What follows belongs to an exercise in optimizing a design on an open flow for small area, a short achievable clock period and few clock cycles per item; a production flow would make more cautious choices. No run shown here included a check of the RTL's function; only the layout flow was run.

==> flow/design.v (outline; a module is shown in full before it is edited, if it fits) <==
// module psum_sequencer: 58 lines
// module operand_stage: 56 lines
// module macc_unit: 83 lines
// module macc_fbgate: 19 lines
// module macc_tree: 568 lines
// module macc_fa: 4 lines
// module macc_ha: 4 lines
// module macc_fx: 8 lines
// module macc_hx: 4 lines
// module macc_xor2: 3 lines
// module macc_xnor2: 3 lines
// module macc_or2: 3 lines
// module macc_and2: 3 lines
// module macc_ao21: 3 lines
// module macc_cpa: 358 lines
// module macc_pgen: 4 lines
// module macc_gcell: 3 lines
// module macc_pcell: 3 lines
// module macc_control_top: 89 lines
module macc_control_top (
  input logic clk,
  input logic rst_n,
  input logic mac_begin,
  input logic acc_begin,
  input macc_pkg::len_t conv_len,
  input macc_pkg::filt_t filter_num,
  input macc_pkg::data_t weight_in,
  input macc_pkg::data_t ifmap_in,
  input macc_pkg::data_t external_psum,
  input macc_pkg::acc_t internal_psum,
  output logic mul_enable,
  output logic acc_enable,
  output macc_pkg::len_t cnt_a,
  output macc_pkg::filt_t cnt_b,
  output macc_pkg::acc_t accum_out,
  output logic psum_store,
  output logic mac_finish,
  output logic acc_finish
);
  // ...
==> flow/flow/run.sh <==
#!/bin/bash
# standard layout, with the port buffers made from the smallest plain buffer
set -euo pipefail
export BUFFER_PORTS_ARGS="-buffer_cell sky130_fd_sc_hd__buf_1"
bash standard.sh > standard_flow.log 2>&1
==> flow/standard.sh <==
#!/bin/bash
# synth_recipe.tcl (not shown) runs the flow's synth.tcl, then flattens the netlist and writes it again
# the make line also repeats each setting of config.mk as NAME=value (left out here)
make -C /OpenROAD-flow-scripts/flow DESIGN_CONFIG=/design/flow/config.mk WORK_HOME=/design/flow/orfs CLKGATE_MAP_FILE= SYNTH_SCRIPT=/design/flow/synth_recipe.tcl "${@:-finish}"
==> flow/config.mk <==
export PLATFORM = sky130hd
export DESIGN_NAME = macc_control_top
export DESIGN_NICKNAME = macc_control_top
export VERILOG_FILES = /design/flow/design.v
export SDC_FILE = /design/flow/constraint.sdc
export NUM_CORES = 4
export LEC_CHECK = 0
export CAP_MARGIN = 20
export CORE_MARGIN = 2
export CORE_UTILIZATION = 60
export SETUP_SLACK_MARGIN = 4.0
export SLEW_MARGIN = 20
export SYNTH_HIERARCHICAL = 1
export SYNTH_MINIMUM_KEEP_SIZE = 0
==> flow/constraint.sdc <==
create_clock -name core_clock -period 7.0 [get_ports {clk}]
set_input_delay 1.4000 -clock core_clock [delete_from_list [all_inputs] [get_ports {clk}]]
set_output_delay 1.4000 -clock core_clock [all_outputs]
set_load 0.01 [all_outputs]
==> results.toml, run 1 <==
[global_routing]
grt_pass1_wl_um = 49300
grt.total_usage = 0.238
grt_util_met3 = 0.0319

[logic_synthesis]
yosysMostFrequentCell = "dfxtp_1"
postSynthCellCount = 1298
yosysWarnings = 10
synth_compound_area_frac = 0.155
syn_avg_cell_area_um2 = 11.2
ys_seq_area_frac = 0.299
synth-main-ff-cell = "dfxtp_1"

[layout]
multi_input_area_share = 0.575
instances_no_fill = 1705
drive_gt1_frac = 0.140
design_area_um2 = 15700
clock_area_frac = 0.0495
fin_nets = 1630

[setup_path]
startpoint = "u_ops.op_w[10]"
cp_cell_sequence = "buf_6 > a22oi_1 > xnor2_1 > fa_2 > fa_1 > fa_1 > fa_1"
reg2reg_from = "u_ops.op_w[10]"
timing.rr.end = "u_mac.c_q[12]"

[floorplanning]
die_h_um = 160
io_pins = 145

[outcome]
outcome = "timing/DRC/antenna clean"

[timing]
tightest_slew_ns = 0.937
finalMaxSlewViolations = 0
fin_crit_sh = 0.421
fin_skew_ns = 0.0106

[route]
drtIter0Drc = 541
dr_wl_met2_um = 15500
drt-vias-per-instance = 5.42
dr.pass1.iters = 6

[clock_network]
clock_latency_ns = 0.53
cts_tree = "built"
clk_path_buf_depth = 3
cts_sinks = 214

[place]
dp.final_hpwl_um = 21300
dp.cells = 1608
place_ws_ns = 3.47
gp_congestion = 0.845
io_buffers = 144
==> module macc_cpa, before the edit <==
module macc_cpa (
  input  logic [35:0] a,
  input  logic [35:0] b,
  output logic [35:0] y
);
  logic [35:0] p;
  logic [35:0] g;
  macc_pgen u_pg0 (.a(a[0]), .b(b[0]), .p(p[0]), .g(g[0]));
  macc_pgen u_pg1 (.a(a[1]), .b(b[1]), .p(p[1]), .g(g[1]));
  macc_pgen u_pg2 (.a(a[2]), .b(b[2]), .p(p[2]), .g(g[2]));
  macc_pgen u_pg3 (.a(a[3]), .b(b[3]), .p(p[3]), .g(g[3]));
  macc_pgen u_pg4 (.a(a[4]), .b(b[4]), .p(p[4]), .g(g[4]));
  macc_pgen u_pg5 (.a(a[5]), .b(b[5]), .p(p[5]), .g(g[5]));
  macc_pgen u_pg6 (.a(a[6]), .b(b[6]), .p(p[6]), .g(g[6]));
  macc_pgen u_pg7 (.a(a[7]), .b(b[7]), .p(p[7]), .g(g[7]));
  macc_pgen u_pg8 (.a(a[8]), .b(b[8]), .p(p[8]), .g(g[8]));
  macc_pgen u_pg9 (.a(a[9]), .b(b[9]), .p(p[9]), .g(g[9]));
  macc_pgen u_pg10 (.a(a[10]), .b(b[10]), .p(p[10]), .g(g[10]));
  macc_pgen u_pg11 (.a(a[11]), .b(b[11]), .p(p[11]), .g(g[11]));
  macc_pgen u_pg12 (.a(a[12]), .b(b[12]), .p(p[12]), .g(g[12]));
  macc_pgen u_pg13 (.a(a[13]), .b(b[13]), .p(p[13]), .g(g[13]));
  macc_pgen u_pg14 (.a(a[14]), .b(b[14]), .p(p[14]), .g(g[14]));
  macc_pgen u_pg15 (.a(a[15]), .b(b[15]), .p(p[15]), .g(g[15]));
  macc_pgen u_pg16 (.a(a[16]), .b(b[16]), .p(p[16]), .g(g[16]));
  macc_pgen u_pg17 (.a(a[17]), .b(b[17]), .p(p[17]), .g(g[17]));
  macc_pgen u_pg18 (.a(a[18]), .b(b[18]), .p(p[18]), .g(g[18]));
  macc_pgen u_pg19 (.a(a[19]), .b(b[19]), .p(p[19]), .g(g[19]));
  macc_pgen u_pg20 (.a(a[20]), .b(b[20]), .p(p[20]), .g(g[20]));
  macc_pgen u_pg21 (.a(a[21]), .b(b[21]), .p(p[21]), .g(g[21]));
  macc_pgen u_pg22 (.a(a[22]), .b(b[22]), .p(p[22]), .g(g[22]));
  macc_pgen u_pg23 (.a(a[23]), .b(b[23]), .p(p[23]), .g(g[23]));
  macc_pgen u_pg24 (.a(a[24]), .b(b[24]), .p(p[24]), .g(g[24]));
  macc_pgen u_pg25 (.a(a[25]), .b(b[25]), .p(p[25]), .g(g[25]));
  macc_pgen u_pg26 (.a(a[26]), .b(b[26]), .p(p[26]), .g(g[26]));
  macc_pgen u_pg27 (.a(a[27]), .b(b[27]), .p(p[27]), .g(g[27]));
  macc_pgen u_pg28 (.a(a[28]), .b(b[28]), .p(p[28]), .g(g[28]));
  macc_pgen u_pg29 (.a(a[29]), .b(b[29]), .p(p[29]), .g(g[29]));
  macc_pgen u_pg30 (.a(a[30]), .b(b[30]), .p(p[30]), .g(g[30]));
  macc_pgen u_pg31 (.a(a[31]), .b(b[31]), .p(p[31]), .g(g[31]));
  macc_pgen u_pg32 (.a(a[32]), .b(b[32]), .p(p[32]), .g(g[32]));
  macc_pgen u_pg33 (.a(a[33]), .b(b[33]), .p(p[33]), .g(g[33]));
  macc_pgen u_pg34 (.a(a[34]), .b(b[34]), .p(p[34]), .g(g[34]));
  macc_pgen u_pg35 (.a(a[35]), .b(b[35]), .p(p[35]), .g(g[35]));
  logic gg1;
  macc_gcell u_g1 (.gh(g[1]), .ph(p[1]), .gl(g[0]), .g(gg1));
  logic gg2;
  macc_gcell u_g2 (.gh(g[3]), .ph(p[3]), .gl(g[2]), .g(gg2));
  logic pp2;
  macc_pcell u_p2 (.ph(p[3]), .pl(p[2]), .p(pp2));
  logic gg3;
  macc_gcell u_g3 (.gh(g[5]), .ph(p[5]), .gl(g[4]), .g(gg3));
  logic pp3;
  macc_pcell u_p3 (.ph(p[5]), .pl(p[4]), .p(pp3));
  logic gg4;
  macc_gcell u_g4 (.gh(g[7]), .ph(p[7]), .gl(g[6]), .g(gg4));
  logic pp4;
  macc_pcell u_p4 (.ph(p[7]), .pl(p[6]), .p(pp4));
  logic gg5;
  macc_gcell u_g5 (.gh(g[9]), .ph(p[9]), .gl(g[8]), .g(gg5));
  logic pp5;
  macc_pcell u_p5 (.ph(p[9]), .pl(p[8]), .p(pp5));
  logic gg6;
  macc_gcell u_g6 (.gh(g[11]), .ph(p[11]), .gl(g[10]), .g(gg6));
  logic pp6;
  macc_pcell u_p6 (.ph(p[11]), .pl(p[10]), .p(pp6));
  logic gg7;
  macc_gcell u_g7 (.gh(g[13]), .ph(p[13]), .gl(g[12]), .g(gg7));
  logic pp7;
  macc_pcell u_p7 (.ph(p[13]), .pl(p[12]), .p(pp7));
  logic gg8;
  macc_gcell u_g8 (.gh(g[15]), .ph(p[15]), .gl(g[14]), .g(gg8));
  logic pp8;
  macc_pcell u_p8 (.ph(p[15]), .pl(p[14]), .p(pp8));
  logic gg9;
  macc_gcell u_g9 (.gh(g[17]), .ph(p[17]), .gl(g[16]), .g(gg9));
  logic pp9;
  macc_pcell u_p9 (.ph(p[17]), .pl(p[16]), .p(pp9));
  logic gg10;
  macc_gcell u_g10 (.gh(g[19]), .ph(p[19]), .gl(g[18]), .g(gg10));
  logic pp10;
  macc_pcell u_p10 (.ph(p[19]), .pl(p[18]), .p(pp10));
  logic gg11;
  macc_gcell u_g11 (.gh(g[21]), .ph(p[21]), .gl(g[20]), .g(gg11));
  logic pp11;
  macc_pcell u_p11 (.ph(p[21]), .pl(p[20]), .p(pp11));
  logic gg12;
  macc_gcell u_g12 (.gh(g[23]), .ph(p[23]), .gl(g[22]), .g(gg12));
  logic pp12;
  macc_pcell u_p12 (.ph(p[23]), .pl(p[22]), .p(pp12));
  logic gg13;
  macc_gcell u_g13 (.gh(g[25]), .ph(p[25]), .gl(g[24]), .g(gg13));
  logic pp13;
  macc_pcell u_p13 (.ph(p[25]), .pl(p[24]), .p(pp13));
  logic gg14;
  macc_gcell u_g14 (.gh(g[27]), .ph(p[27]), .gl(g[26]), .g(gg14));
  logic pp14;
  macc_pcell u_p14 (.ph(p[27]), .pl(p[26]), .p(pp14));
  logic gg15;
  macc_gcell u_g15 (.gh(g[29]), .ph(p[29]), .gl(g[28]), .g(gg15));
  logic pp15;
  macc_pcell u_p15 (.ph(p[29]), .pl(p[28]), .p(pp15));
  logic gg16;
  macc_gcell u_g16 (.gh(g[31]), .ph(p[31]), .gl(g[30]), .g(gg16));
  logic pp16;
  macc_pcell u_p16 (.ph(p[31]), .pl(p[30]), .p(pp16));
  logic gg17;
  macc_gcell u_g17 (.gh(g[33]), .ph(p[33]), .gl(g[32]), .g(gg17));
  logic pp17;
  macc_pcell u_p17 (.ph(p[33]), .pl(p[32]), .p(pp17));
  logic gg18;
  macc_gcell u_g18 (.gh(g[35]), .ph(p[35]), .gl(g[34]), .g(gg18));
  logic gg19;
  macc_gcell u_g19 (.gh(g[2]), .ph(p[2]), .gl(gg1), .g(gg19));
  logic gg20;
  macc_gcell u_g20 (.gh(gg2), .ph(pp2), .gl(gg1), .g(gg20));
  logic gg21;
  macc_gcell u_g21 (.gh(g[6]), .ph(p[6]), .gl(gg3), .g(gg21));
  logic pp21;
  macc_pcell u_p21 (.ph(p[6]), .pl(pp3), .p(pp21));
  logic gg22;
  macc_gcell u_g22 (.gh(gg4), .ph(pp4), .gl(gg3), .g(gg22));
  logic pp22;
  macc_pcell u_p22 (.ph(pp4), .pl(pp3), .p(pp22));
  logic gg23;
  macc_gcell u_g23 (.gh(g[10]), .ph(p[10]), .gl(gg5), .g(gg23));
  logic pp23;
  macc_pcell u_p23 (.ph(p[10]), .pl(pp5), .p(pp23));
  logic gg24;
  macc_gcell u_g24 (.gh(gg6), .ph(pp6), .gl(gg5), .g(gg24));
  logic pp24;
  macc_pcell u_p24 (.ph(pp6), .pl(pp5), .p(pp24));
  logic gg25;
  macc_gcell u_g25 (.gh(g[14]), .ph(p[14]), .gl(gg7), .g(gg25));
  logic pp25;
  macc_pcell u_p25 (.ph(p[14]), .pl(pp7), .p(pp25));
  logic gg26;
  macc_gcell u_g26 (.gh(gg8), .ph(pp8), .gl(gg7), .g(gg26));
  logic pp26;
  macc_pcell u_p26 (.ph(pp8), .pl(pp7), .p(pp26));
  logic gg27;
  macc_gcell u_g27 (.gh(g[18]), .ph(p[18]), .gl(gg9), .g(gg27));
  logic pp27;
  macc_pcell u_p27 (.ph(p[18]), .pl(pp9), .p(pp27));
  logic gg28;
  macc_gcell u_g28 (.gh(gg10), .ph(pp10), .gl(gg9), .g(gg28));
  logic pp28;
  macc_pcell u_p28 (.ph(pp10), .pl(pp9), .p(pp28));
  logic gg29;
  macc_gcell u_g29 (.gh(g[22]), .ph(p[22]), .gl(gg11), .g(gg29));
  logic pp29;
  macc_pcell u_p29 (.ph(p[22]), .pl(pp11), .p(pp29));
  logic gg30;
  macc_gcell u_g30 (.gh(gg12), .ph(pp12), .gl(gg11), .g(gg30));
  logic pp30;
  macc_pcell u_p30 (.ph(pp12), .pl(pp11), .p(pp30));
  logic gg31;
  macc_gcell u_g31 (.gh(g[26]), .ph(p[26]), .gl(gg13), .g(gg31));
  logic pp31;
  macc_pcell u_p31 (.ph(p[26]), .pl(pp13), .p(pp31));
  logic gg32;
  macc_gcell u_g32 (.gh(gg14), .ph(pp14), .gl(gg13), .g(gg32));
  logic pp32;
  macc_pcell u_p32 (.ph(pp14), .pl(pp13), .p(pp32));
  logic gg33;
  macc_gcell u_g33 (.gh(g[30]), .ph(p[30]), .gl(gg15), .g(gg33));
  logic pp33;
  macc_pcell u_p33 (.ph(p[30]), .pl(pp15), .p(pp33));
  logic gg34;
  macc_gcell u_g34 (.gh(gg16), .ph(pp16), .gl(gg15), .g(gg34));
  logic pp34;
  macc_pcell u_p34 (.ph(pp16), .pl(pp15), .p(pp34));
  logic gg35;
  macc_gcell u_g35 (.gh(g[34]), .ph(p[34]), .gl(gg17), .g(gg35));
  logic pp35;
  macc_pcell u_p35 (.ph(p[34]), .pl(pp17), .p(pp35));
  logic gg36;
  macc_gcell u_g36 (.gh(gg18), .ph(p[35]), .gl(gg17), .g(gg36));
  logic gg37;
  macc_gcell u_g37 (.gh(g[4]), .ph(p[4]), .gl(gg20), .g(gg37));
  logic gg38;
  macc_gcell u_g38 (.gh(gg3), .ph(pp3), .gl(gg20), .g(gg38));
  logic gg39;
  macc_gcell u_g39 (.gh(gg21), .ph(pp21), .gl(gg20), .g(gg39));
  logic gg40;
  macc_gcell u_g40 (.gh(gg22), .ph(pp22), .gl(gg20), .g(gg40));
  logic gg41;
  macc_gcell u_g41 (.gh(g[12]), .ph(p[12]), .gl(gg24), .g(gg41));
  logic pp41;
  macc_pcell u_p41 (.ph(p[12]), .pl(pp24), .p(pp41));
  logic gg42;
  macc_gcell u_g42 (.gh(gg7), .ph(pp7), .gl(gg24), .g(gg42));
  logic pp42;
  macc_pcell u_p42 (.ph(pp7), .pl(pp24), .p(pp42));
  logic gg43;
  macc_gcell u_g43 (.gh(gg25), .ph(pp25), .gl(gg24), .g(gg43));
  logic pp43;
  macc_pcell u_p43 (.ph(pp25), .pl(pp24), .p(pp43));
  logic gg44;
  macc_gcell u_g44 (.gh(gg26), .ph(pp26), .gl(gg24), .g(gg44));
  logic pp44;
  macc_pcell u_p44 (.ph(pp26), .pl(pp24), .p(pp44));
  logic gg45;
  macc_gcell u_g45 (.gh(g[20]), .ph(p[20]), .gl(gg28), .g(gg45));
  logic pp45;
  macc_pcell u_p45 (.ph(p[20]), .pl(pp28), .p(pp45));
  logic gg46;
  macc_gcell u_g46 (.gh(gg11), .ph(pp11), .gl(gg28), .g(gg46));
  logic pp46;
  macc_pcell u_p46 (.ph(pp11), .pl(pp28), .p(pp46));
  logic gg47;
  macc_gcell u_g47 (.gh(gg29), .ph(pp29), .gl(gg28), .g(gg47));
  logic pp47;
  macc_pcell u_p47 (.ph(pp29), .pl(pp28), .p(pp47));
  logic gg48;
  macc_gcell u_g48 (.gh(gg30), .ph(pp30), .gl(gg28), .g(gg48));
  logic pp48;
  macc_pcell u_p48 (.ph(pp30), .pl(pp28), .p(pp48));
  logic gg49;
  macc_gcell u_g49 (.gh(g[28]), .ph(p[28]), .gl(gg32), .g(gg49));
  logic pp49;
  macc_pcell u_p49 (.ph(p[28]), .pl(pp32), .p(pp49));
  logic gg50;
  macc_gcell u_g50 (.gh(gg15), .ph(pp15), .gl(gg32), .g(gg50));
  logic pp50;
  macc_pcell u_p50 (.ph(pp15), .pl(pp32), .p(pp50));
  logic gg51;
  macc_gcell u_g51 (.gh(gg33), .ph(pp33), .gl(gg32), .g(gg51));
  logic pp51;
  macc_pcell u_p51 (.ph(pp33), .pl(pp32), .p(pp51));
  logic gg52;
  macc_gcell u_g52 (.gh(gg34), .ph(pp34), .gl(gg32), .g(gg52));
  logic pp52;
  macc_pcell u_p52 (.ph(pp34), .pl(pp32), .p(pp52));
  logic gg53;
  macc_gcell u_g53 (.gh(g[8]), .ph(p[8]), .gl(gg40), .g(gg53));
  logic gg54;
  macc_gcell u_g54 (.gh(gg5), .ph(pp5), .gl(gg40), .g(gg54));
  logic gg55;
  macc_gcell u_g55 (.gh(gg23), .ph(pp23), .gl(gg40), .g(gg55));
  logic gg56;
  macc_gcell u_g56 (.gh(gg24), .ph(pp24), .gl(gg40), .g(gg56));
  logic gg57;
  macc_gcell u_g57 (.gh(gg41), .ph(pp41), .gl(gg40), .g(gg57));
  logic gg58;
  macc_gcell u_g58 (.gh(gg42), .ph(pp42), .gl(gg40), .g(gg58));
  logic gg59;
  macc_gcell u_g59 (.gh(gg43), .ph(pp43), .gl(gg40), .g(gg59));
  logic gg60;
  macc_gcell u_g60 (.gh(gg44), .ph(pp44), .gl(gg40), .g(gg60));
  logic gg61;
  macc_gcell u_g61 (.gh(g[24]), .ph(p[24]), .gl(gg48), .g(gg61));
  logic pp61;
  macc_pcell u_p61 (.ph(p[24]), .pl(pp48), .p(pp61));
  logic gg62;
  macc_gcell u_g62 (.gh(gg13), .ph(pp13), .gl(gg48), .g(gg62));
  logic pp62;
  macc_pcell u_p62 (.ph(pp13), .pl(pp48), .p(pp62));
  logic gg63;
  macc_gcell u_g63 (.gh(gg31), .ph(pp31), .gl(gg48), .g(gg63));
  logic pp63;
  macc_pcell u_p63 (.ph(pp31), .pl(pp48), .p(pp63));
  logic gg64;
  macc_gcell u_g64 (.gh(gg32), .ph(pp32), .gl(gg48), .g(gg64));
  logic pp64;
  macc_pcell u_p64 (.ph(pp32), .pl(pp48), .p(pp64));
  logic gg65;
  macc_gcell u_g65 (.gh(gg49), .ph(pp49), .gl(gg48), .g(gg65));
  logic pp65;
  macc_pcell u_p65 (.ph(pp49), .pl(pp48), .p(pp65));
  logic gg66;
  macc_gcell u_g66 (.gh(gg50), .ph(pp50), .gl(gg48), .g(gg66));
  logic pp66;
  macc_pcell u_p66 (.ph(pp50), .pl(pp48), .p(pp66));
  logic gg67;
  macc_gcell u_g67 (.gh(gg51), .ph(pp51), .gl(gg48), .g(gg67));
  logic pp67;
  macc_pcell u_p67 (.ph(pp51), .pl(pp48), .p(pp67));
  logic gg68;
  macc_gcell u_g68 (.gh(gg52), .ph(pp52), .gl(gg48), .g(gg68));
  logic pp68;
  macc_pcell u_p68 (.ph(pp52), .pl(pp48), .p(pp68));
  logic gg69;
  macc_gcell u_g69 (.gh(g[16]), .ph(p[16]), .gl(gg60), .g(gg69));
  logic gg70;
  macc_gcell u_g70 (.gh(gg9), .ph(pp9), .gl(gg60), .g(gg70));
  logic gg71;
  macc_gcell u_g71 (.gh(gg27), .ph(pp27), .gl(gg60), .g(gg71));
  logic gg72;
  macc_gcell u_g72 (.gh(gg28), .ph(pp28), .gl(gg60), .g(gg72));
  logic gg73;
  macc_gcell u_g73 (.gh(gg45), .ph(pp45), .gl(gg60), .g(gg73));
  logic gg74;
  macc_gcell u_g74 (.gh(gg46), .ph(pp46), .gl(gg60), .g(gg74));
  logic gg75;
  macc_gcell u_g75 (.gh(gg47), .ph(pp47), .gl(gg60), .g(gg75));
  logic gg76;
  macc_gcell u_g76 (.gh(gg48), .ph(pp48), .gl(gg60), .g(gg76));
  logic gg77;
  macc_gcell u_g77 (.gh(gg61), .ph(pp61), .gl(gg60), .g(gg77));
  logic gg78;
  macc_gcell u_g78 (.gh(gg62), .ph(pp62), .gl(gg60), .g(gg78));
  logic gg79;
  macc_gcell u_g79 (.gh(gg63), .ph(pp63), .gl(gg60), .g(gg79));
  logic gg80;
  macc_gcell u_g80 (.gh(gg64), .ph(pp64), .gl(gg60), .g(gg80));
  logic gg81;
  macc_gcell u_g81 (.gh(gg65), .ph(pp65), .gl(gg60), .g(gg81));
  logic gg82;
  macc_gcell u_g82 (.gh(gg66), .ph(pp66), .gl(gg60), .g(gg82));
  logic gg83;
  macc_gcell u_g83 (.gh(gg67), .ph(pp67), .gl(gg60), .g(gg83));
  logic gg84;
  macc_gcell u_g84 (.gh(gg68), .ph(pp68), .gl(gg60), .g(gg84));
  logic gg85;
  macc_gcell u_g85 (.gh(g[32]), .ph(p[32]), .gl(gg84), .g(gg85));
  logic gg86;
  macc_gcell u_g86 (.gh(gg17), .ph(pp17), .gl(gg84), .g(gg86));
  logic gg87;
  macc_gcell u_g87 (.gh(gg35), .ph(pp35), .gl(gg84), .g(gg87));
  logic gg88;
  macc_gcell u_g88 (.gh(gg36), .ph(p[35]), .gl(gg84), .g(gg88));
  assign y[0] = p[0];
  macc_xor2 u_y1 (.a(p[1]), .b(g[0]), .y(y[1]));
  macc_xor2 u_y2 (.a(p[2]), .b(gg1), .y(y[2]));
  macc_xor2 u_y3 (.a(p[3]), .b(gg19), .y(y[3]));
  macc_xor2 u_y4 (.a(p[4]), .b(gg20), .y(y[4]));
  macc_xor2 u_y5 (.a(p[5]), .b(gg37), .y(y[5]));
  macc_xor2 u_y6 (.a(p[6]), .b(gg38), .y(y[6]));
  macc_xor2 u_y7 (.a(p[7]), .b(gg39), .y(y[7]));
  macc_xor2 u_y8 (.a(p[8]), .b(gg40), .y(y[8]));
  macc_xor2 u_y9 (.a(p[9]), .b(gg53), .y(y[9]));
  macc_xor2 u_y10 (.a(p[10]), .b(gg54), .y(y[10]));
  macc_xor2 u_y11 (.a(p[11]), .b(gg55), .y(y[11]));
  macc_xor2 u_y12 (.a(p[12]), .b(gg56), .y(y[12]));
  macc_xor2 u_y13 (.a(p[13]), .b(gg57), .y(y[13]));
  macc_xor2 u_y14 (.a(p[14]), .b(gg58), .y(y[14]));
  macc_xor2 u_y15 (.a(p[15]), .b(gg59), .y(y[15]));
  macc_xor2 u_y16 (.a(p[16]), .b(gg60), .y(y[16]));
  macc_xor2 u_y17 (.a(p[17]), .b(gg69), .y(y[17]));
  macc_xor2 u_y18 (.a(p[18]), .b(gg70), .y(y[18]));
  macc_xor2 u_y19 (.a(p[19]), .b(gg71), .y(y[19]));
  macc_xor2 u_y20 (.a(p[20]), .b(gg72), .y(y[20]));
  macc_xor2 u_y21 (.a(p[21]), .b(gg73), .y(y[21]));
  macc_xor2 u_y22 (.a(p[22]), .b(gg74), .y(y[22]));
  macc_xor2 u_y23 (.a(p[23]), .b(gg75), .y(y[23]));
  macc_xor2 u_y24 (.a(p[24]), .b(gg76), .y(y[24]));
  macc_xor2 u_y25 (.a(p[25]), .b(gg77), .y(y[25]));
  macc_xor2 u_y26 (.a(p[26]), .b(gg78), .y(y[26]));
  macc_xor2 u_y27 (.a(p[27]), .b(gg79), .y(y[27]));
  macc_xor2 u_y28 (.a(p[28]), .b(gg80), .y(y[28]));
  macc_xor2 u_y29 (.a(p[29]), .b(gg81), .y(y[29]));
  macc_xor2 u_y30 (.a(p[30]), .b(gg82), .y(y[30]));
  macc_xor2 u_y31 (.a(p[31]), .b(gg83), .y(y[31]));
  macc_xor2 u_y32 (.a(p[32]), .b(gg84), .y(y[32]));
  macc_xor2 u_y33 (.a(p[33]), .b(gg85), .y(y[33]));
  macc_xor2 u_y34 (.a(p[34]), .b(gg86), .y(y[34]));
  macc_xor2 u_y35 (.a(p[35]), .b(gg87), .y(y[35]));
endmodule
==> run 2, diff against run 1 <==
--- a/flow/design.v
+++ b/flow/design.v
@@ -842,2 +842,5 @@
   logic [35:0] g;
+  logic [35:0] c;  
+  logic [8:0] gg;
+  logic [8:0] gp;
   macc_pgen u_pg0 (.a(a[0]), .b(b[0]), .p(p[0]), .g(g[0]));
@@ -878,316 +881,101 @@
   macc_pgen u_pg35 (.a(a[35]), .b(b[35]), .p(p[35]), .g(g[35]));
-  logic gg1;
-  macc_gcell u_g1 (.gh(g[1]), .ph(p[1]), .gl(g[0]), .g(gg1));
-  logic gg2;
-  macc_gcell u_g2 (.gh(g[3]), .ph(p[3]), .gl(g[2]), .g(gg2));
-  logic pp2;
-  macc_pcell u_p2 (.ph(p[3]), .pl(p[2]), .p(pp2));
-  logic gg3;
-  macc_gcell u_g3 (.gh(g[5]), .ph(p[5]), .gl(g[4]), .g(gg3));
-  logic pp3;
-  macc_pcell u_p3 (.ph(p[5]), .pl(p[4]), .p(pp3));
-  logic gg4;
-  macc_gcell u_g4 (.gh(g[7]), .ph(p[7]), .gl(g[6]), .g(gg4));
-  logic pp4;
-  macc_pcell u_p4 (.ph(p[7]), .pl(p[6]), .p(pp4));
-  logic gg5;
-  macc_gcell u_g5 (.gh(g[9]), .ph(p[9]), .gl(g[8]), .g(gg5));
-  logic pp5;
-  macc_pcell u_p5 (.ph(p[9]), .pl(p[8]), .p(pp5));
-  logic gg6;
-  macc_gcell u_g6 (.gh(g[11]), .ph(p[11]), .gl(g[10]), .g(gg6));
-  logic pp6;
-  macc_pcell u_p6 (.ph(p[11]), .pl(p[10]), .p(pp6));
-  logic gg7;
-  macc_gcell u_g7 (.gh(g[13]), .ph(p[13]), .gl(g[12]), .g(gg7));
-  logic pp7;
-  macc_pcell u_p7 (.ph(p[13]), .pl(p[12]), .p(pp7));
-  logic gg8;
-  macc_gcell u_g8 (.gh(g[15]), .ph(p[15]), .gl(g[14]), .g(gg8));
-  logic pp8;
-  macc_pcell u_p8 (.ph(p[15]), .pl(p[14]), .p(pp8));
-  logic gg9;
-  macc_gcell u_g9 (.gh(g[17]), .ph(p[17]), .gl(g[16]), .g(gg9));
-  logic pp9;
-  macc_pcell u_p9 (.ph(p[17]), .pl(p[16]), .p(pp9));
-  logic gg10;
-  macc_gcell u_g10 (.gh(g[19]), .ph(p[19]), .gl(g[18]), .g(gg10));
-  logic pp10;
-  macc_pcell u_p10 (.ph(p[19]), .pl(p[18]), .p(pp10));
-  logic gg11;
-  macc_gcell u_g11 (.gh(g[21]), .ph(p[21]), .gl(g[20]), .g(gg11));
-  logic pp11;
-  macc_pcell u_p11 (.ph(p[21]), .pl(p[20]), .p(pp11));
-  logic gg12;
-  macc_gcell u_g12 (.gh(g[23]), .ph(p[23]), .gl(g[22]), .g(gg12));
-  logic pp12;
-  macc_pcell u_p12 (.ph(p[23]), .pl(p[22]), .p(pp12));
-  logic gg13;
-  macc_gcell u_g13 (.gh(g[25]), .ph(p[25]), .gl(g[24]), .g(gg13));
-  logic pp13;
-  macc_pcell u_p13 (.ph(p[25]), .pl(p[24]), .p(pp13));
-  logic gg14;
-  macc_gcell u_g14 (.gh(g[27]), .ph(p[27]), .gl(g[26]), .g(gg14));
-  logic pp14;
-  macc_pcell u_p14 (.ph(p[27]), .pl(p[26]), .p(pp14));
-  logic gg15;
-  macc_gcell u_g15 (.gh(g[29]), .ph(p[29]), .gl(g[28]), .g(gg15));
-  logic pp15;
-  macc_pcell u_p15 (.ph(p[29]), .pl(p[28]), .p(pp15));
-  logic gg16;
-  macc_gcell u_g16 (.gh(g[31]), .ph(p[31]), .gl(g[30]), .g(gg16));
-  logic pp16;
-  macc_pcell u_p16 (.ph(p[31]), .pl(p[30]), .p(pp16));
-  logic gg17;
-  macc_gcell u_g17 (.gh(g[33]), .ph(p[33]), .gl(g[32]), .g(gg17));
-  logic pp17;
-  macc_pcell u_p17 (.ph(p[33]), .pl(p[32]), .p(pp17));
-  logic gg18;
-  macc_gcell u_g18 (.gh(g[35]), .ph(p[35]), .gl(g[34]), .g(gg18));
-  logic gg19;
-  macc_gcell u_g19 (.gh(g[2]), .ph(p[2]), .gl(gg1), .g(gg19));
-  logic gg20;
-  macc_gcell u_g20 (.gh(gg2), .ph(pp2), .gl(gg1), .g(gg20));
-  logic gg21;
-  macc_gcell u_g21 (.gh(g[6]), .ph(p[6]), .gl(gg3), .g(gg21));
-  logic pp21;
-  macc_pcell u_p21 (.ph(p[6]), .pl(pp3), .p(pp21));
-  logic gg22;
-  macc_gcell u_g22 (.gh(gg4), .ph(pp4), .gl(gg3), .g(gg22));
-  logic pp22;
-  macc_pcell u_p22 (.ph(pp4), .pl(pp3), .p(pp22));
-  logic gg23;
-  macc_gcell u_g23 (.gh(g[10]), .ph(p[10]), .gl(gg5), .g(gg23));
-  logic pp23;
-  macc_pcell u_p23 (.ph(p[10]), .pl(pp5), .p(pp23));
-  logic gg24;
-  macc_gcell u_g24 (.gh(gg6), .ph(pp6), .gl(gg5), .g(gg24));
-  logic pp24;
-  macc_pcell u_p24 (.ph(pp6), .pl(pp5), .p(pp24));
-  logic gg25;
-  macc_gcell u_g25 (.gh(g[14]), .ph(p[14]), .gl(gg7), .g(gg25));
-  logic pp25;
-  macc_pcell u_p25 (.ph(p[14]), .pl(pp7), .p(pp25));
-  logic gg26;
-  macc_gcell u_g26 (.gh(gg8), .ph(pp8), .gl(gg7), .g(gg26));
-  logic pp26;
-  macc_pcell u_p26 (.ph(pp8), .pl(pp7), .p(pp26));
-  logic gg27;
-  macc_gcell u_g27 (.gh(g[18]), .ph(p[18]), .gl(gg9), .g(gg27));
-  logic pp27;
-  macc_pcell u_p27 (.ph(p[18]), .pl(pp9), .p(pp27));
-  logic gg28;
-  macc_gcell u_g28 (.gh(gg10), .ph(pp10), .gl(gg9), .g(gg28));
-  logic pp28;
-  macc_pcell u_p28 (.ph(pp10), .pl(pp9), .p(pp28));
-  logic gg29;
-  macc_gcell u_g29 (.gh(g[22]), .ph(p[22]), .gl(gg11), .g(gg29));
-  logic pp29;
-  macc_pcell u_p29 (.ph(p[22]), .pl(pp11), .p(pp29));
-  logic gg30;
-  macc_gcell u_g30 (.gh(gg12), .ph(pp12), .gl(gg11), .g(gg30));
-  logic pp30;
-  macc_pcell u_p30 (.ph(pp12), .pl(pp11), .p(pp30));
-  logic gg31;
-  macc_gcell u_g31 (.gh(g[26]), .ph(p[26]), .gl(gg13), .g(gg31));
-  logic pp31;
-  macc_pcell u_p31 (.ph(p[26]), .pl(pp13), .p(pp31));
-  logic gg32;
-  macc_gcell u_g32 (.gh(gg14), .ph(pp14), .gl(gg13), .g(gg32));
-  logic pp32;
-  macc_pcell u_p32 (.ph(pp14), .pl(pp13), .p(pp32));
-  logic gg33;
-  macc_gcell u_g33 (.gh(g[30]), .ph(p[30]), .gl(gg15), .g(gg33));
-  logic pp33;
-  macc_pcell u_p33 (.ph(p[30]), .pl(pp15), .p(pp33));
-  logic gg34;
-  macc_gcell u_g34 (.gh(gg16), .ph(pp16), .gl(gg15), .g(gg34));
-  logic pp34;
-  macc_pcell u_p34 (.ph(pp16), .pl(pp15), .p(pp34));
-  logic gg35;
-  macc_gcell u_g35 (.gh(g[34]), .ph(p[34]), .gl(gg17), .g(gg35));
-  logic pp35;
-  macc_pcell u_p35 (.ph(p[34]), .pl(pp17), .p(pp35));
-  logic gg36;
-  macc_gcell u_g36 (.gh(gg18), .ph(p[35]), .gl(gg17), .g(gg36));
-  logic gg37;
-  macc_gcell u_g37 (.gh(g[4]), .ph(p[4]), .gl(gg20), .g(gg37));
-  logic gg38;
-  macc_gcell u_g38 (.gh(gg3), .ph(pp3), .gl(gg20), .g(gg38));
-  logic gg39;
-  macc_gcell u_g39 (.gh(gg21), .ph(pp21), .gl(gg20), .g(gg39));
-  logic gg40;
-  macc_gcell u_g40 (.gh(gg22), .ph(pp22), .gl(gg20), .g(gg40));
-  logic gg41;
-  macc_gcell u_g41 (.gh(g[12]), .ph(p[12]), .gl(gg24), .g(gg41));
-  logic pp41;
-  macc_pcell u_p41 (.ph(p[12]), .pl(pp24), .p(pp41));
-  logic gg42;
-  macc_gcell u_g42 (.gh(gg7), .ph(pp7), .gl(gg24), .g(gg42));
-  logic pp42;
-  macc_pcell u_p42 (.ph(pp7), .pl(pp24), .p(pp42));
-  logic gg43;
-  macc_gcell u_g43 (.gh(gg25), .ph(pp25), .gl(gg24), .g(gg43));
-  logic pp43;
-  macc_pcell u_p43 (.ph(pp25), .pl(pp24), .p(pp43));
-  logic gg44;
-  macc_gcell u_g44 (.gh(gg26), .ph(pp26), .gl(gg24), .g(gg44));
-  logic pp44;
-  macc_pcell u_p44 (.ph(pp26), .pl(pp24), .p(pp44));
-  logic gg45;
-  macc_gcell u_g45 (.gh(g[20]), .ph(p[20]), .gl(gg28), .g(gg45));
-  logic pp45;
-  macc_pcell u_p45 (.ph(p[20]), .pl(pp28), .p(pp45));
-  logic gg46;
-  macc_gcell u_g46 (.gh(gg11), .ph(pp11), .gl(gg28), .g(gg46));
-  logic pp46;
-  macc_pcell u_p46 (.ph(pp11), .pl(pp28), .p(pp46));
-  logic gg47;
-  macc_gcell u_g47 (.gh(gg29), .ph(pp29), .gl(gg28), .g(gg47));
-  logic pp47;
-  macc_pcell u_p47 (.ph(pp29), .pl(pp28), .p(pp47));
-  logic gg48;
-  macc_gcell u_g48 (.gh(gg30), .ph(pp30), .gl(gg28), .g(gg48));
-  logic pp48;
-  macc_pcell u_p48 (.ph(pp30), .pl(pp28), .p(pp48));
-  logic gg49;
-  macc_gcell u_g49 (.gh(g[28]), .ph(p[28]), .gl(gg32), .g(gg49));
-  logic pp49;
-  macc_pcell u_p49 (.ph(p[28]), .pl(pp32), .p(pp49));
-  logic gg50;
-  macc_gcell u_g50 (.gh(gg15), .ph(pp15), .gl(gg32), .g(gg50));
-  logic pp50;
-  macc_pcell u_p50 (.ph(pp15), .pl(pp32), .p(pp50));
-  logic gg51;
-  macc_gcell u_g51 (.gh(gg33), .ph(pp33), .gl(gg32), .g(gg51));
-  logic pp51;
-  macc_pcell u_p51 (.ph(pp33), .pl(pp32), .p(pp51));
-  logic gg52;
-  macc_gcell u_g52 (.gh(gg34), .ph(pp34), .gl(gg32), .g(gg52));
-  logic pp52;
-  macc_pcell u_p52 (.ph(pp34), .pl(pp32), .p(pp52));
-  logic gg53;
-  macc_gcell u_g53 (.gh(g[8]), .ph(p[8]), .gl(gg40), .g(gg53));
-  logic gg54;
-  macc_gcell u_g54 (.gh(gg5), .ph(pp5), .gl(gg40), .g(gg54));
-  logic gg55;
-  macc_gcell u_g55 (.gh(gg23), .ph(pp23), .gl(gg40), .g(gg55));
-  logic gg56;
-  macc_gcell u_g56 (.gh(gg24), .ph(pp24), .gl(gg40), .g(gg56));
-  logic gg57;
-  macc_gcell u_g57 (.gh(gg41), .ph(pp41), .gl(gg40), .g(gg57));
-  logic gg58;
-  macc_gcell u_g58 (.gh(gg42), .ph(pp42), .gl(gg40), .g(gg58));
-  logic gg59;
-  macc_gcell u_g59 (.gh(gg43), .ph(pp43), .gl(gg40), .g(gg59));
-  logic gg60;
-  macc_gcell u_g60 (.gh(gg44), .ph(pp44), .gl(gg40), .g(gg60));
-  logic gg61;
-  macc_gcell u_g61 (.gh(g[24]), .ph(p[24]), .gl(gg48), .g(gg61));
-  logic pp61;
-  macc_pcell u_p61 (.ph(p[24]), .pl(pp48), .p(pp61));
-  logic gg62;
-  macc_gcell u_g62 (.gh(gg13), .ph(pp13), .gl(gg48), .g(gg62));
-  logic pp62;
-  macc_pcell u_p62 (.ph(pp13), .pl(pp48), .p(pp62));
-  logic gg63;
-  macc_gcell u_g63 (.gh(gg31), .ph(pp31), .gl(gg48), .g(gg63));
-  logic pp63;
-  macc_pcell u_p63 (.ph(pp31), .pl(pp48), .p(pp63));
-  logic gg64;
-  macc_gcell u_g64 (.gh(gg32), .ph(pp32), .gl(gg48), .g(gg64));
-  logic pp64;
-  macc_pcell u_p64 (.ph(pp32), .pl(pp48), .p(pp64));
-  logic gg65;
-  macc_gcell u_g65 (.gh(gg49), .ph(pp49), .gl(gg48), .g(gg65));
-  logic pp65;
-  macc_pcell u_p65 (.ph(pp49), .pl(pp48), .p(pp65));
-  logic gg66;
-  macc_gcell u_g66 (.gh(gg50), .ph(pp50), .gl(gg48), .g(gg66));
-  logic pp66;
-  macc_pcell u_p66 (.ph(pp50), .pl(pp48), .p(pp66));
-  logic gg67;
-  macc_gcell u_g67 (.gh(gg51), .ph(pp51), .gl(gg48), .g(gg67));
-  logic pp67;
-  macc_pcell u_p67 (.ph(pp51), .pl(pp48), .p(pp67));
-  logic gg68;
-  macc_gcell u_g68 (.gh(gg52), .ph(pp52), .gl(gg48), .g(gg68));
-  logic pp68;
-  macc_pcell u_p68 (.ph(pp52), .pl(pp48), .p(pp68));
-  logic gg69;
-  macc_gcell u_g69 (.gh(g[16]), .ph(p[16]), .gl(gg60), .g(gg69));
-  logic gg70;
-  macc_gcell u_g70 (.gh(gg9), .ph(pp9), .gl(gg60), .g(gg70));
-  logic gg71;
-  macc_gcell u_g71 (.gh(gg27), .ph(pp27), .gl(gg60), .g(gg71));
-  logic gg72;
-  macc_gcell u_g72 (.gh(gg28), .ph(pp28), .gl(gg60), .g(gg72));
-  logic gg73;
-  macc_gcell u_g73 (.gh(gg45), .ph(pp45), .gl(gg60), .g(gg73));
-  logic gg74;
-  macc_gcell u_g74 (.gh(gg46), .ph(pp46), .gl(gg60), .g(gg74));
-  logic gg75;
-  macc_gcell u_g75 (.gh(gg47), .ph(pp47), .gl(gg60), .g(gg75));
-  logic gg76;
-  macc_gcell u_g76 (.gh(gg48), .ph(pp48), .gl(gg60), .g(gg76));
-  logic gg77;
-  macc_gcell u_g77 (.gh(gg61), .ph(pp61), .gl(gg60), .g(gg77));
-  logic gg78;
-  macc_gcell u_g78 (.gh(gg62), .ph(pp62), .gl(gg60), .g(gg78));
-  logic gg79;
-  macc_gcell u_g79 (.gh(gg63), .ph(pp63), .gl(gg60), .g(gg79));
-  logic gg80;
-  macc_gcell u_g80 (.gh(gg64), .ph(pp64), .gl(gg60), .g(gg80));
-  logic gg81;
-  macc_gcell u_g81 (.gh(gg65), .ph(pp65), .gl(gg60), .g(gg81));
-  logic gg82;
-  macc_gcell u_g82 (.gh(gg66), .ph(pp66), .gl(gg60), .g(gg82));
-  logic gg83;
-  macc_gcell u_g83 (.gh(gg67), .ph(pp67), .gl(gg60), .g(gg83));
-  logic gg84;
-  macc_gcell u_g84 (.gh(gg68), .ph(pp68), .gl(gg60), .g(gg84));
-  logic gg85;
-  macc_gcell u_g85 (.gh(g[32]), .ph(p[32]), .gl(gg84), .g(gg85));
-  logic gg86;
-  macc_gcell u_g86 (.gh(gg17), .ph(pp17), .gl(gg84), .g(gg86));
-  logic gg87;
-  macc_gcell u_g87 (.gh(gg35), .ph(pp35), .gl(gg84), .g(gg87));
-  logic gg88;
-  macc_gcell u_g88 (.gh(gg36), .ph(p[35]), .gl(gg84), .g(gg88));
+  macc_gp4 u_gp0 (.g(g[3:0]), .p(p[3:0]), .gg(gg[0]), .gp(gp[0]));
+  macc_gp4 u_gp1 (.g(g[7:4]), .p(p[7:4]), .gg(gg[1]), .gp(gp[1]));
+  macc_gp4 u_gp2 (.g(g[11:8]), .p(p[11:8]), .gg(gg[2]), .gp(gp[2]));
+  macc_gp4 u_gp3 (.g(g[15:12]), .p(p[15:12]), .gg(gg[3]), .gp(gp[3]));
+  macc_gp4 u_gp4 (.g(g[19:16]), .p(p[19:16]), .gg(gg[4]), .gp(gp[4]));
+  macc_gp4 u_gp5 (.g(g[23:20]), .p(p[23:20]), .gg(gg[5]), .gp(gp[5]));
+  macc_gp4 u_gp6 (.g(g[27:24]), .p(p[27:24]), .gg(gg[6]), .gp(gp[6]));
+  macc_gp4 u_gp7 (.g(g[31:28]), .p(p[31:28]), .gg(gg[7]), .gp(gp[7]));
+  macc_gp4 u_gp8 (.g(g[35:32]), .p(p[35:32]), .gg(gg[8]), .gp(gp[8]));
+  logic xg1;
+  macc_gcell u_g1 (.gh(gg[1]), .ph(gp[1]), .gl(gg[0]), .g(xg1));
+  logic xg2;
+  macc_gcell u_g2 (.gh(gg[3]), .ph(gp[3]), .gl(gg[2]), .g(xg2));
+  logic xp2;
+  macc_pcell u_p2 (.ph(gp[3]), .pl(gp[2]), .p(xp2));
+  logic xg3;
+  macc_gcell u_g3 (.gh(gg[5]), .ph(gp[5]), .gl(gg[4]), .g(xg3));
+  logic xp3;
+  macc_pcell u_p3 (.ph(gp[5]), .pl(gp[4]), .p(xp3));
+  logic xg4;
+  macc_gcell u_g4 (.gh(gg[7]), .ph(gp[7]), .gl(gg[6]), .g(xg4));
+  logic xp4;
+  macc_pcell u_p4 (.ph(gp[7]), .pl(gp[6]), .p(xp4));
+  logic xg5;
+  macc_gcell u_g5 (.gh(gg[2]), .ph(gp[2]), .gl(xg1), .g(xg5));
+  logic xg6;
+  macc_gcell u_g6 (.gh(xg2), .ph(xp2), .gl(xg1), .g(xg6));
+  logic xg7;
+  macc_gcell u_g7 (.gh(gg[6]), .ph(gp[6]), .gl(xg3), .g(xg7));
+  logic xp7;
+  macc_pcell u_p7 (.ph(gp[6]), .pl(xp3), .p(xp7));
+  logic xg8;
+  macc_gcell u_g8 (.gh(xg4), .ph(xp4), .gl(xg3), .g(xg8));
+  logic xp8;
+  macc_pcell u_p8 (.ph(xp4), .pl(xp3), .p(xp8));
+  logic xg9;
+  macc_gcell u_g9 (.gh(gg[4]), .ph(gp[4]), .gl(xg6), .g(xg9));
+  logic xg10;
+  macc_gcell u_g10 (.gh(xg3), .ph(xp3), .gl(xg6), .g(xg10));
+  logic xg11;
+  macc_gcell u_g11 (.gh(xg7), .ph(xp7), .gl(xg6), .g(xg11));
+  logic xg12;
+  macc_gcell u_g12 (.gh(xg8), .ph(xp8), .gl(xg6), .g(xg12));
+  logic xg13;
+  macc_gcell u_g13 (.gh(gg[8]), .ph(gp[8]), .gl(xg12), .g(xg13));
+  assign c[0] = 1'b0;
+  macc_cg4 u_cg0 (.cin(1'b0), .g(g[2:0]), .p(p[2:0]), .c(c[3:1]));
+  assign c[4] = gg[0];
+  macc_cg4 u_cg1 (.cin(gg[0]), .g(g[6:4]), .p(p[6:4]), .c(c[7:5]));
+  assign c[8] = xg1;
+  macc_cg4 u_cg2 (.cin(xg1), .g(g[10:8]), .p(p[10:8]), .c(c[11:9]));
+  assign c[12] = xg5;
+  macc_cg4 u_cg3 (.cin(xg5), .g(g[14:12]), .p(p[14:12]), .c(c[15:13]));
+  assign c[16] = xg6;
+  macc_cg4 u_cg4 (.cin(xg6), .g(g[18:16]), .p(p[18:16]), .c(c[19:17]));
+  assign c[20] = xg9;
+  macc_cg4 u_cg5 (.cin(xg9), .g(g[22:20]), .p(p[22:20]), .c(c[23:21]));
+  assign c[24] = xg10;
+  macc_cg4 u_cg6 (.cin(xg10), .g(g[26:24]), .p(p[26:24]), .c(c[27:25]));
+  assign c[28] = xg11;
+  macc_cg4 u_cg7 (.cin(xg11), .g(g[30:28]), .p(p[30:28]), .c(c[31:29]));
+  assign c[32] = xg12;
+  macc_cg4 u_cg8 (.cin(xg12), .g(g[34:32]), .p(p[34:32]), .c(c[35:33]));
   assign y[0] = p[0];
-  macc_xor2 u_y1 (.a(p[1]), .b(g[0]), .y(y[1]));
-  macc_xor2 u_y2 (.a(p[2]), .b(gg1), .y(y[2]));
-  macc_xor2 u_y3 (.a(p[3]), .b(gg19), .y(y[3]));
-  macc_xor2 u_y4 (.a(p[4]), .b(gg20), .y(y[4]));
-  macc_xor2 u_y5 (.a(p[5]), .b(gg37), .y(y[5]));
-  macc_xor2 u_y6 (.a(p[6]), .b(gg38), .y(y[6]));
-  macc_xor2 u_y7 (.a(p[7]), .b(gg39), .y(y[7]));
-  macc_xor2 u_y8 (.a(p[8]), .b(gg40), .y(y[8]));
-  macc_xor2 u_y9 (.a(p[9]), .b(gg53), .y(y[9]));
-  macc_xor2 u_y10 (.a(p[10]), .b(gg54), .y(y[10]));
-  macc_xor2 u_y11 (.a(p[11]), .b(gg55), .y(y[11]));
-  macc_xor2 u_y12 (.a(p[12]), .b(gg56), .y(y[12]));
-  macc_xor2 u_y13 (.a(p[13]), .b(gg57), .y(y[13]));
-  macc_xor2 u_y14 (.a(p[14]), .b(gg58), .y(y[14]));
-  macc_xor2 u_y15 (.a(p[15]), .b(gg59), .y(y[15]));
-  macc_xor2 u_y16 (.a(p[16]), .b(gg60), .y(y[16]));
-  macc_xor2 u_y17 (.a(p[17]), .b(gg69), .y(y[17]));
-  macc_xor2 u_y18 (.a(p[18]), .b(gg70), .y(y[18]));
-  macc_xor2 u_y19 (.a(p[19]), .b(gg71), .y(y[19]));
-  macc_xor2 u_y20 (.a(p[20]), .b(gg72), .y(y[20]));
-  macc_xor2 u_y21 (.a(p[21]), .b(gg73), .y(y[21]));
-  macc_xor2 u_y22 (.a(p[22]), .b(gg74), .y(y[22]));
-  macc_xor2 u_y23 (.a(p[23]), .b(gg75), .y(y[23]));
-  macc_xor2 u_y24 (.a(p[24]), .b(gg76), .y(y[24]));
-  macc_xor2 u_y25 (.a(p[25]), .b(gg77), .y(y[25]));
-  macc_xor2 u_y26 (.a(p[26]), .b(gg78), .y(y[26]));
-  macc_xor2 u_y27 (.a(p[27]), .b(gg79), .y(y[27]));
-  macc_xor2 u_y28 (.a(p[28]), .b(gg80), .y(y[28]));
-  macc_xor2 u_y29 (.a(p[29]), .b(gg81), .y(y[29]));
-  macc_xor2 u_y30 (.a(p[30]), .b(gg82), .y(y[30]));
-  macc_xor2 u_y31 (.a(p[31]), .b(gg83), .y(y[31]));
-  macc_xor2 u_y32 (.a(p[32]), .b(gg84), .y(y[32]));
-  macc_xor2 u_y33 (.a(p[33]), .b(gg85), .y(y[33]));
-  macc_xor2 u_y34 (.a(p[34]), .b(gg86), .y(y[34]));
-  macc_xor2 u_y35 (.a(p[35]), .b(gg87), .y(y[35]));
+  macc_xor2 u_y1 (.a(p[1]), .b(c[1]), .y(y[1]));
+  macc_xor2 u_y2 (.a(p[2]), .b(c[2]), .y(y[2]));
+  macc_xor2 u_y3 (.a(p[3]), .b(c[3]), .y(y[3]));
+  macc_xor2 u_y4 (.a(p[4]), .b(c[4]), .y(y[4]));
+  macc_xor2 u_y5 (.a(p[5]), .b(c[5]), .y(y[5]));
+  macc_xor2 u_y6 (.a(p[6]), .b(c[6]), .y(y[6]));
+  macc_xor2 u_y7 (.a(p[7]), .b(c[7]), .y(y[7]));
+  macc_xor2 u_y8 (.a(p[8]), .b(c[8]), .y(y[8]));
+  macc_xor2 u_y9 (.a(p[9]), .b(c[9]), .y(y[9]));
+  macc_xor2 u_y10 (.a(p[10]), .b(c[10]), .y(y[10]));
+  macc_xor2 u_y11 (.a(p[11]), .b(c[11]), .y(y[11]));
+  macc_xor2 u_y12 (.a(p[12]), .b(c[12]), .y(y[12]));
+  macc_xor2 u_y13 (.a(p[13]), .b(c[13]), .y(y[13]));
+  macc_xor2 u_y14 (.a(p[14]), .b(c[14]), .y(y[14]));
+  macc_xor2 u_y15 (.a(p[15]), .b(c[15]), .y(y[15]));
+  macc_xor2 u_y16 (.a(p[16]), .b(c[16]), .y(y[16]));
+  macc_xor2 u_y17 (.a(p[17]), .b(c[17]), .y(y[17]));
+  macc_xor2 u_y18 (.a(p[18]), .b(c[18]), .y(y[18]));
+  macc_xor2 u_y19 (.a(p[19]), .b(c[19]), .y(y[19]));
+  macc_xor2 u_y20 (.a(p[20]), .b(c[20]), .y(y[20]));
+  macc_xor2 u_y21 (.a(p[21]), .b(c[21]), .y(y[21]));
+  macc_xor2 u_y22 (.a(p[22]), .b(c[22]), .y(y[22]));
+  macc_xor2 u_y23 (.a(p[23]), .b(c[23]), .y(y[23]));
+  macc_xor2 u_y24 (.a(p[24]), .b(c[24]), .y(y[24]));
+  macc_xor2 u_y25 (.a(p[25]), .b(c[25]), .y(y[25]));
+  macc_xor2 u_y26 (.a(p[26]), .b(c[26]), .y(y[26]));
+  macc_xor2 u_y27 (.a(p[27]), .b(c[27]), .y(y[27]));
+  macc_xor2 u_y28 (.a(p[28]), .b(c[28]), .y(y[28]));
+  macc_xor2 u_y29 (.a(p[29]), .b(c[29]), .y(y[29]));
+  macc_xor2 u_y30 (.a(p[30]), .b(c[30]), .y(y[30]));
+  macc_xor2 u_y31 (.a(p[31]), .b(c[31]), .y(y[31]));
+  macc_xor2 u_y32 (.a(p[32]), .b(c[32]), .y(y[32]));
+  macc_xor2 u_y33 (.a(p[33]), .b(c[33]), .y(y[33]));
+  macc_xor2 u_y34 (.a(p[34]), .b(c[34]), .y(y[34]));
+  macc_xor2 u_y35 (.a(p[35]), .b(c[35]), .y(y[35]));
 endmodule
@@ -1197,2 +985,11 @@
 endmodule
+module macc_gp4 (input logic [3:0] g, input logic [3:0] p, output logic gg, output logic gp);
+  assign gg = g[3] | (p[3] & g[2]) | (p[3] & p[2] & g[1]) | (p[3] & p[2] & p[1] & g[0]);
+  assign gp = &p;
+endmodule
+module macc_cg4 (input logic cin, input logic [2:0] g, input logic [2:0] p, output logic [3:1] c);
+  assign c[1] = g[0] | (p[0] & cin);
+  assign c[2] = g[1] | (p[1] & g[0]) | (p[1] & p[0] & cin);
+  assign c[3] = g[2] | (p[2] & g[1]) | (p[2] & p[1] & g[0]) | (p[2] & p[1] & p[0] & cin);
+endmodule
 module macc_gcell (input logic gh, input logic ph, input logic gl, output logic g);
--- a/flow/config.mk
+++ b/flow/config.mk
@@ -9,3 +9,3 @@
 export CORE_MARGIN = 2
-export CORE_UTILIZATION = 60
+export CORE_UTILIZATION = 40
 export SETUP_SLACK_MARGIN = 4.0
==> results.toml, run 2 <==
[outcome]
outcome = "timing/DRC/antenna clean"

[clock_network]
htree_levels = 1
cts_tree = "built"
root_buffer = "clkbuf_16"
clk_path_buf_depth = 3
hold_buffers = 0
clock_latency_ns = 0.54
cts_buffers = 26
clk_pin_slew_ns = 0.06
cts_sinks = 214

[timing]
fin_skew_ns = 0.00961
fmaxAchievable_mhz = 338
holdWs_ns = 0.327
finalMaxSlewViolations = 0
final_hold_viol_count = 0
tightest_slew_ns = 0.675
tns_ns = 0
layout_min_cycle_time_ns = 2.96
rsz0062_at_grt = "yes"
relSlewSlack = 0.546
fin_crit_sh = 0.423
setup_violations = 0

[global_routing]
grt_util_met3 = 0.0271
grt_pass1_wl_um = 48300
grt_busiest_layer = "met2"
grt.total_usage = 0.164
grt_max_degree = 42
antenna_found_initial = 0
grt_use_met2 = 0.276
met1_usage = 0.215
grt_pass1_vias = 9284
overflow = 0

[setup_path]
crit_fanout = 16
crit_path_end_kind = "flip-flop"
cp.required_ns = 7.42
worstSetupStartpointType = "flip-flop"
cp.arrival_ns = 3.38
worstSetupPathType = "reg -> reg"

[route]
via_count = 9109
ant_nets = 0
drtIter0Drc = 502
totalWireLength_um = 30500
routedWlPerCell_um = 16.9
dr.pass1.iters = 7
drt-vias-per-instance = 5.04
drc = 0

[hold_path]
hold_class = "reg -> reg"

[floorplanning]
coreArea_um2 = 35300
die_w_um = 193
rows = 69
initial_core_util = 0.404
die_h_um = 193
die_area_um2 = 37200
io_pins = 145

[logic_synthesis]
syn_avg_cell_area_um2 = 11.3
syn-num-nets = 1529
synth.cell_area_um2 = 14200
postSynthCellCount = 1262
yosysWarnings = 10

[layout]
antenna_cells = 0
final_common_cell = "dfxtp_1"
most-common-layout-cells = "dfxtp_1, xnor2_1, buf_1"
syn_to_final_growth_pct = 9.83
drive_gt1_frac = 0.146
fin_nets = 1596
utilization = 0.443

[flow_run]
cap_violations = 0

[place]
io_buffers = 144
gp_congestion = 0.825
dp.final_hpwl_um = 21800
==> run 2: layer usage <==
metal  wire length [µm]  part of all wire
met3               1800             0.059
met5                  0                 0
met1              13200              0.43
met2              14800              0.48
met4                709             0.023
==> run 2: path summary, 6_finish.rpt <==
check,from,to,slack (ns),cells after the start
worst max-delay path,u_ops.op_w[11],u_mac.c_q[17],4.04,9
worst min-delay path,u_ops.first_pipe[0],u_ops.first_pipe[1],0.33,0
worst max register to register,u_ops.op_w[11],u_mac.c_q[17],4.04,9
worst min register to register,u_ops.first_pipe[0],u_ops.first_pipe[1],0.33,0
max in group asynchronous,rst_n,u_mac.acc_finish,5.71,1
min in group asynchronous,rst_n,u_seq.acc_enable,0.86,1
==> run 2: layout make-up <==
class	count	area [µm²]
clock buffers	39	761
clock inverters	8	124
fillers	3351	19700
inverters	7	26.3
multi-input cells	879	8660
flip-flops and latches	214	4510
well taps	461	577
repair buffers	201	985
==> run 2: worst max-delay path, cell delays in order (launching register included) <==
cell,delay (ns)
dfxtp_4,0.49
a22oi_2,0.13
xnor2_1,0.24
fa_1,0.50
fa_1,0.43
a21o_1,0.23
xor2_2,0.19
xor2_1,0.16
ha_1,0.19
ha_1,0.26
==> run 2: stage by stage <==
stage / instance area (µm²) / std cells / worst slack, ns
after global placement: 14100 / 1708 / 3.54
after CTS: 15100 / 1755 / 3.99
after floorplan: 14300 / 1262 / 4.03
after detailed placement: 14100 / 1708 / 3.51
final: 15700 / 1809 / 4.04
after global routing: 15700 / 1809 / 3.92
==> run 2: what timing repair did <==
item / 4_1_cts / 5_1_grt
gates cloned: 0 / 0
hold endpoints to repair: 0 / 0
endpoints found under the setup margin: 42 / 21
buffers inserted: 0 / 54
pin swaps: 0 / 15
gates resized for setup: 65 / 38
==> run 3, diff against run 2 <==
--- a/flow/config.mk
+++ b/flow/config.mk
@@ -9,3 +9,3 @@
 export CORE_MARGIN = 2
-export CORE_UTILIZATION = 40
+export CORE_UTILIZATION = 60
 export SETUP_SLACK_MARGIN = 4.0
@@ -14 +14,2 @@
 export SYNTH_MINIMUM_KEEP_SIZE = 0
+export TNS_END_PERCENT = 10
==> results.toml, run 3 <==
[setup_path]
worstSetupStartpointType = "flip-flop"
cp.arrival_ns = 3.39
worstSetupPathType = "reg -> reg"
crit_path_end_kind = "flip-flop"
crit_fanout = 9
reg2reg_from = "u_ops.op_w[8]"
cp.required_ns = 7.41
startpoint = "u_ops.op_w[8]"

[global_routing]
grt_pass1_wl_um = 48200
overflow = 0
antenna_found_initial = 0
grt.total_usage = 0.245
grt_max_degree = 42
grt_pass1_vias = 9200

[route]
drc = 0
ant_nets = 0
via_count = 9162
dr.pass1.iters = 6
totalWireLength_um = 30300
drt-vias-per-instance = 5.51
drtIter0Drc = 589
routedWlPerCell_um = 18.2

[logic_synthesis]
yosysWarnings = 10
synth.cell_area_um2 = 14200
syn_avg_cell_area_um2 = 11.3
postSynthCellCount = 1262
syn-num-nets = 1529

[floorplanning]
die_h_um = 158
initial_core_util = 0.609
rows = 56
die_area_um2 = 25000
io_pins = 145
coreArea_um2 = 23400
die_w_um = 158

[flow_run]
cap_violations = 0

[outcome]
outcome = "timing/DRC/antenna clean"

[place]
dpl_cell_area_um2 = 13900
dp.final_hpwl_um = 21300
gp_congestion = 0.844
dp.cells = 1568
io_buffers = 144

[timing]
tns_ns = 0
finalMaxSlewViolations = 0
final_hold_viol_count = 0
setup_violations = 0
relSlewSlack = 0.368
fmaxAchievable_mhz = 336
fin_crit_sh = 0.426
tightest_slew_ns = 0.948
fin_skew_ns = 0.0158
layout_min_cycle_time_ns = 2.98
rsz0062_at_grt = "yes"

[layout]
instances_no_fill = 1662
seqCellArea_um2 = 4510
final_common_cell = "dfxtp_1"
fill_cells = 1940
fin_nets = 1594
most-common-layout-cells = "dfxtp_1, xnor2_1, buf_1"
syn_to_final_growth_pct = 8.32
drive_gt1_frac = 0.150
antenna_cells = 0
design_area_um2 = 15400
multi_input_comb_area_um2 = 8710

[clock_network]
hold_buffers = 0
cts_sinks = 214
clk_path_buf_depth = 3
root_buffer = "clkbuf_16"
cts_tree = "built"
cts_buffers = 24
htree_levels = 1
clk_pin_slew_ns = 0.06
clock_latency_ns = 0.54

[hold_path]
min_from = "u_ops.first_pipe[0]"
hold_class = "reg -> reg"

[power_and_ir_drop]
run 3: cell count changes in the layout (fill, tap and decap cells not counted), sizes merged:
cell / delta
buf: +2
bufinv: -3
clkbuf: -5
clkinv: +1
run 3: area by class of cell:
type                            instances  share of cell area
Tap cell                              319              0.0259
Sequential cell                       214               0.292
Timing Repair Buffer                  201              0.0670
Clock buffer                           36              0.0451
Inverter                                7             0.00170
Clock inverter                          6             0.00413
Multi-Input combinational cell        879               0.564
run 3: layer usage:
metal  up-vias  global-route usage  share of wire
li1       4318                   -              -
met1      4459               0.322           0.42
met2       315               0.426           0.48
met3        70              0.0359          0.063
met4         0              0.0656          0.031
met5         -                   0              0
run 3: worst paths after layout:
check | endpoint | slack [ns] | cells past startpoint
max | u_mac.c_q[14] | 4.02 | 7
min | u_ops.first_pipe[1] | 0.32 | 0
max reg2reg | u_mac.c_q[14] | 4.02 | 7
min reg2reg | u_ops.first_pipe[1] | 0.32 | 0
max in group asynchronous | u_mac.mac_finish | 5.70 | 1
min in group asynchronous | u_ops.last_pipe[0] | 0.87 | 1
run 3: what timing repair did:
item                                    CTS  global route
endpoints found under the setup margin   42            23
pin swaps                                 0            18
resized for setup                        63            49
buffers inserted                          0            52
run 3: worst max-delay path, cell delays in order (launching register included):
cell,delay (ns)
dfxtp_4,0.39
buf_4,0.19
a22oi_2,0.25
xnor2_2,0.17
fa_2,0.51
fa_2,0.41
fa_1,0.53
fa_1,0.40
run 3: metrics by stage:
stage          hold WS [ns]  setup slack (ns)  utilization
2_1_floorplan         0.310              4.03            -
3_3_place_gp          0.311              3.53        0.594
3_5_place_dp          0.314              3.55        0.596
4_1_cts               0.325              4.00        0.633
5_1_grt               0.336              3.91        0.660
6_report              0.320              4.02        0.660

## separate check: timing with driven ports
How much do the figures lean on ideal ports? The routed layouts below were timed once more, with nothing changed but the port constraints.
Step 1 sets driving cells, clkbuf_16 on the clock port and buf_2 on the other inputs (assumed; they add their load-dependent delay and slew).
Step 2 adds t to the input delays and takes it off the output delays; t is the mean of the earliest and latest rising clock arrival at the registers after step 1. Input paths then give back, and output paths get back, about the clock's delay inside the block.
Three values: no drivers, after step 1, after step 2; two values: the first two.
run	shift t [ns]	setup slack, ns	worst hold slack (ns)	worst setup path after step 2	slew at the worst register clock pin (ns)
run 1	0.575	4.054 / 4.054 / 3.890	0.326 / 0.326 / 0.326	input to register	0.06 / 0.06
run 2	0.589	4.038 / 4.038 / 3.792	0.327 / 0.327 / 0.327	input to register	0.06 / 0.06
run 3	0.580	4.020 / 4.020 / 3.857	0.320 / 0.320 / 0.320	input to register	0.06 / 0.06
After both steps setup and hold are still met in every run listed. For run 2, which loses most, drivers alone change the setup slack by 0.000 ns; drivers and shift together by -0.246 ns.
